What follows belongs to an exercise in optimizing a design on an open flow for small area; a production flow would make more cautious choices.
Only simulation tests tie the RTL to the original design; equivalence was not proved.
The clock port is modelled as an ideal driver; clocking choices that lean on that would not hold on a real chip.
Power figures rest on the tool's default switching activity, not on a simulated workload.

Design split_demux, start of the top module:
module split_demux #(
   parameter int WIDTH = 32,
   parameter int CNT   = 31
) (
   input  logic                 clk,
   input  logic                 rst_n,
   input  logic                 din_vld,
   input  logic [WIDTH-1:0]     din,
   input  logic [CNT-1:0]       sel,
   output logic [CNT-1:0]       dout_vld,
   output logic [WIDTH*CNT-1:0] dout,
   output logic                 sel_err,
   output logic [7:0]           err_cnt
);
==> flow/config.mk <==
export PLATFORM = sky130hd
export DESIGN_NAME = split_demux
export DESIGN_NICKNAME = split_demux
export VERILOG_FILES = /design/flow/design.v
export SDC_FILE = /design/flow/constraint.sdc
export NUM_CORES = 4
export LEC_CHECK = 0
export CAP_MARGIN = 20
export CORE_AREA = 4 4 476 126
export DIE_AREA = 0 0 480 130
export SLEW_MARGIN = 20
==> flow/constraint.sdc <==
create_clock -name core_clock -period 4.0 [get_ports {clk}]
set_input_delay 0.8000 -clock core_clock [delete_from_list [all_inputs] [get_ports {clk}]]
set_output_delay 0.8000 -clock core_clock [all_outputs]
set_load 0.01 [all_outputs]
standard.sh (not shown) runs the stock make flow with config.mk's settings and CLKGATE_MAP_FILE= SYNTH_SCRIPT=/design/flow/synth_recipe.tcl, a recipe that flattens the netlist after the stock synthesis.
==> flow/flow/run.sh <==
#!/bin/bash
# The standard layout (standard.sh), with two changes to how the layout is made:
#  - port buffers use the smallest plain buffer cell (buf_1) instead of the resizer's pick;
#  - clock tree: clkbuf_8 buffers, sink clusters of at most 16 flops within 40 um,
#    no dummy loads.
# The make output goes to standard_flow.log; each ORFS step also writes its own log
# under orfs/logs/.
set -euo pipefail
bash standard.sh \
  "BUFFER_PORTS_ARGS=-buffer_cell sky130_fd_sc_hd__buf_1" \
  "CTS_ARGS=-sink_clustering_enable -repair_clock_nets -dont_use_dummy_load -buf_list sky130_fd_sc_hd__clkbuf_8 -sink_clustering_size 16 -sink_clustering_max_diameter 40" \
  finish > standard_flow.log 2>&1
The starting point completed with no timing, DRC or antenna violations.
Then changed:
==> flow/run.sh (new file) <==
#!/bin/bash
# synth_recipe.tcl (not shown) runs the flow's synth.tcl, then flattens the netlist and writes it again
# the make line also repeats each setting of config.mk as NAME=value (left out here)
make -C /OpenROAD-flow-scripts/flow DESIGN_CONFIG=/design/flow/config.mk WORK_HOME=/design/flow/orfs CLKGATE_MAP_FILE= SYNTH_SCRIPT=/design/flow/synth_recipe.tcl finish
--- a/flow/config.mk
+++ b/flow/config.mk
@@ -7,5 +7,5 @@
 export LEC_CHECK = 0
 export CAP_MARGIN = 20
-export CORE_AREA = 4 4 476 126
-export DIE_AREA = 0 0 480 130
+export CORE_AREA = 4 4 252 252
+export DIE_AREA = 0 0 256 256
 export SLEW_MARGIN = 20
removed: flow/flow/run.sh
removed: flow/standard.sh
The changed run never finished: it broke off in I/O pin placement.
Area after synthesis does not change.
Synthesized cell count is unchanged.

---

The RTL this note starts from:
==> flow/design.v <==
module split_demux #(
   parameter int WIDTH = 32,
   parameter int CNT   = 31
) (
   input  logic                 clk,
   input  logic                 rst_n,
   input  logic                 din_vld,
   input  logic [WIDTH-1:0]     din,
   input  logic [CNT-1:0]       sel,
   output logic [CNT-1:0]       dout_vld,
   output logic [WIDTH*CNT-1:0] dout,
   output logic                 sel_err,
   output logic [7:0]           err_cnt
);
   localparam int IW = 5;    
   logic [IW-1:0] enc1, enc0;    
   logic          any, multi, onehot;
   for (genvar j = 0; j < IW; j++) begin : g_enc
      logic [CNT-1:0] m1, m0;
      for (genvar k = 0; k < CNT; k++) begin : g_bit
         assign m1[k] = ((k >> j) & 1) ? sel[k] : 1'b0;
         assign m0[k] = ((k >> j) & 1) ? 1'b0 : sel[k];
      end
      assign enc1[j] = |m1;
      assign enc0[j] = |m0;
   end
   assign any    = enc1[0] | enc0[0];
   assign multi  = |(enc1 & enc0);
   assign onehot = any & ~multi;
   logic [IW-1:0]    idx1;
   logic             ok1, rej1;
   logic [WIDTH-1:0] data1;
   always_ff @(posedge clk) begin
      ok1   <= rst_n & din_vld & onehot;
      rej1  <= rst_n & din_vld & ~onehot;
      idx1  <= enc1;
      data1 <= din;
   end
   logic [IW-1:0] idx2;
   logic          ok2, rej2;
   logic [7:0]    cnt;
   always_ff @(posedge clk) begin
      ok2  <= rst_n & ok1;
      rej2 <= rst_n & rej1;
      idx2 <= idx1;
      if (!rst_n)
         cnt <= '0;
      else if (rej1 && cnt != 8'hff)
         cnt <= cnt + 8'd1;
   end
   logic [WIDTH-1:0] ldata;
   assign ldata = data1 & {WIDTH{rst_n}};
   logic [7:0] hi_load;
   logic [3:0] lo_load;
   for (genvar h = 0; h < 8; h++) begin : g_hi
      assign hi_load[h] = (idx1[4:2] == 3'(h)) | ~rst_n;
   end
   for (genvar l = 0; l < 4; l++) begin : g_lo
      assign lo_load[l] = (ok1 & (idx1[1:0] == 2'(l))) | ~rst_n;
   end
   for (genvar k = 0; k < CNT; k++) begin : g_lane
      logic             load;
      logic [WIDTH-1:0] lane;
      assign load = hi_load[k / 4] & lo_load[k % 4];
      always_ff @(posedge clk) begin
         if (load) lane <= ldata;
      end
      assign dout[k*WIDTH +: WIDTH] = lane;
      assign dout_vld[k] = ok2 & (idx2 == IW'(k));
   end
   assign sel_err = rej2;
   assign err_cnt = cnt;
endmodule
Settings: LEC_CHECK=0, CAP_MARGIN=0, CORE_AREA=4 4 496 106, DIE_AREA=0 0 500 110, SLEW_MARGIN=0; clock period 4.0 ns.
==> flow/flow/run.sh <==
#!/bin/bash
# The standard layout (standard.sh), with these changes to how the layout is made:
#  - port buffers use the smallest plain buffer cell (buf_1) instead of the resizer's pick;
#  - clock tree: clkbuf_8 buffers, sink clusters of at most 16 flops within 40 um,
#    no dummy loads;
#  - after CTS, flow/downsize.tcl tries smaller drive strengths of the logic cells and
#    keeps those that leave timing, slew and capacitance within margins (5% of the
#    library limits here; DS_MARGIN).
# The make output goes to standard_flow.log; each ORFS step also writes its own log
# under orfs/logs/.
set -euo pipefail
export DS_MARGIN=0.05
bash standard.sh \
  "BUFFER_PORTS_ARGS=-buffer_cell sky130_fd_sc_hd__buf_1" \
  "CTS_ARGS=-sink_clustering_enable -repair_clock_nets -dont_use_dummy_load -buf_list sky130_fd_sc_hd__clkbuf_8 -sink_clustering_size 16 -sink_clustering_max_diameter 40" \
  "POST_CTS_TCL=$PWD/flow/downsize.tcl" \
  finish > standard_flow.log 2>&1
==> flow/flow/downsize.tcl <==
# Post-CTS area recovery: try each sized logic cell at a smaller drive strength of the
# same function, and keep the change only if timing, slew and capacitance stay within
# margins (placement parasitics). Registers and clock-tree buffers are left alone.
set ds_slew_min 0.15
set ds_cap_min 0.15
set ds_setup_min 0.5e-9
if { [info exists ::env(DS_MARGIN)] } {
  set ds_slew_min $::env(DS_MARGIN)
  set ds_cap_min $::env(DS_MARGIN)
}

proc ds_state {} {
  estimate_parasitics -placement
  return [list [sta::max_slew_check_slack_limit] [sta::max_capacitance_check_slack_limit] \
    [sta::worst_slack_cmd max] [sta::worst_slack_cmd min]]
}

set base [ds_state]
lassign $base s0 c0 w0 h0
set slew_min [expr { min($s0, $ds_slew_min) }]
set cap_min [expr { min($c0, $ds_cap_min) }]
set setup_min [expr { min($w0, $ds_setup_min) }]
set hold_min [expr { min($h0, 0.0) }]
puts "downsize: start slew $s0 cap $c0 setup $w0 hold $h0"

set todo {}
foreach inst [get_cells *] {
  set name [get_full_name $inst]
  if { [string match "clkbuf_*" $name] || [string match "clkload*" $name] } { continue }
  set ref [get_property $inst ref_name]
  if { ![regexp {^sky130_fd_sc_hd__(.+)_([0-9]+)$} $ref -> fn drive] } { continue }
  if { [regexp {^(df|edf|sdf|sedf|dl|tap|fill|decap|diode|conb)} $fn] } { continue }
  set lc [get_lib_cells $ref]
  lappend todo [list $name $fn [get_property $lc area]]
}
set todo [lsort -real -decreasing -index 2 $todo]

set saved 0.0
set changed 0
foreach t $todo {
  lassign $t name fn area
  set inst [get_cells $name]
  set cur [get_property $inst ref_name]
  set cands {}
  foreach lc [get_lib_cells "sky130_fd_sc_hd__${fn}_*"] {
    set ln [get_name $lc]
    if { ![regexp "^sky130_fd_sc_hd__${fn}_\[0-9\]+\$" $ln] } { continue }
    set a [get_property $lc area]
    if { $a < $area } { lappend cands [list $ln $a] }
  }
  foreach c [lsort -real -index 1 $cands] {
    lassign $c ln a
    replace_cell $inst $ln
    lassign [ds_state] s c w h
    if { $s >= $slew_min && $c >= $cap_min && $w >= $setup_min && $h >= $hold_min } {
      set saved [expr { $saved + $area - $a }]
      incr changed
      puts "downsize: $name $cur -> $ln"
      break
    }
    replace_cell $inst $cur
  }
}
lassign [ds_state] s c w h
puts "downsize: $changed cells smaller, [format %.1f $saved] um2 saved; slew $s cap $c setup $w hold $h"
detailed_placement
check_placement -verbose

Next try:
==> flow/flow/run.sh (replaced) <==
#!/bin/bash
# The standard layout (standard.sh), with these changes to how the layout is made:
#  - port buffers use the smallest plain buffer cell (buf_1) instead of the resizer's pick;
#  - clock tree: clkbuf_8 buffers, sink clusters of at most 18 flops within 40 um,
#    no dummy loads;
#  - after CTS, flow/downsize.tcl gives clkbuf_16 to any clock leaf buffer whose flip-flop
#    clock pins are slow, then tries smaller drive strengths of the logic cells and
#    keeps those that leave timing, slew and capacitance within margins (12% of the
#    library limits here; DS_MARGIN).
# The make output goes to standard_flow.log; each ORFS step also writes its own log
# under orfs/logs/.
set -euo pipefail
export DS_MARGIN=0.12
bash standard.sh \
  "BUFFER_PORTS_ARGS=-buffer_cell sky130_fd_sc_hd__buf_1" \
  "CTS_ARGS=-sink_clustering_enable -repair_clock_nets -dont_use_dummy_load -buf_list sky130_fd_sc_hd__clkbuf_8 -sink_clustering_size 18 -sink_clustering_max_diameter 40" \
  "POST_CTS_TCL=$PWD/flow/downsize.tcl" \
  finish > standard_flow.log 2>&1
--- a/flow/flow/downsize.tcl
+++ b/flow/flow/downsize.tcl
@@ -15,2 +15,27 @@
     [sta::worst_slack_cmd max] [sta::worst_slack_cmd min]]
+}
+
+set ds_clk_slew 0.120
+if { [info exists ::env(DS_CLK_SLEW)] } { set ds_clk_slew $::env(DS_CLK_SLEW) }
+proc ds_leaf_slew { inst } {
+  set worst 0.0
+  foreach p [get_pins -of_objects $inst -filter "direction==output"] {
+    foreach q [get_pins -of_objects [get_nets -of_objects $p] -filter "direction==input"] {
+      foreach prop {slew_max_rise slew_max_fall} {
+        set v [get_property $q $prop]
+        if { $v > $worst } { set worst $v }
+      }
+    }
+  }
+  return $worst
+}
+estimate_parasitics -placement
+foreach inst [get_cells clkbuf_leaf_*] {
+  set ls [ds_leaf_slew $inst]
+  if { $ls > $ds_clk_slew } {
+    set cur [get_property $inst ref_name]
+    replace_cell $inst sky130_fd_sc_hd__clkbuf_16
+    estimate_parasitics -placement
+    puts "downsize: clock leaf [get_full_name $inst] $cur -> clkbuf_16, slew [format %.4f $ls] -> [format %.4f [ds_leaf_slew $inst]]"
+  }
 }
CAP_MARGIN = 10   (was 0)
CORE_AREA = 4 4 476 126   (was 4 4 496 106)
DIE_AREA = 0 0 480 130   (was 0 0 500 110)
PLACE_DENSITY = 0.85   (was default)
SLEW_MARGIN = 10   (was 0)
What happened:
- The new run completed with no timing, DRC or antenna violations
- area after synthesis stays the same
- worst setup slack improved by 460 ps
- total power falls by 0.81%
- maximum frequency climbs by 15%
- global-route usage drops by 3.4 points
- combinational power stays flat
- die area climbs by 13%
- register-to-register slack improves by 650 ps
- core utilization went down by 12 points
- design area stays flat

[re-timing with driven ports]
No port has a modelled driver above. Below, the same layouts with a new extraction and two added sets of constraints.
Step 1 sets driving cells, clkbuf_16 on the clock port and buf_2 on the other inputs (assumed; they add their load-dependent delay and slew).
Step 2 times the ports against the registers' clock, not the clock port: input delays grow and output delays shrink by t, the midpoint of the rising clock arrivals with the driver on.
Slacks: no drivers / after step 1 / after step 2; pairs: no drivers / after step 1.
run | t, ns | setup WS [ns] | worst setup path at the end | slew at the worst register clock pin (ns) | pins driven straight from the clock port
the first run of note 1 | 0.742 | 0.967 / 0.967 / 0.559 | input to register | 0.11 / 0.11 | 1
the first run of note 2 | 0.735 | 0.416 / 0.418 / -0.288 | input to register | 0.12 / 0.12 | 1
the second run of note 2 | 0.728 | 0.872 / 0.851 / 0.123 | input to register | 0.12 / 0.12 | 1
Met with ideal ports but missed after step 2: setup timing in the first run of note 2. For the second run of note 2, which loses most, drivers alone change the setup slack by -0.021 ns; drivers and shift together by -0.749 ns.
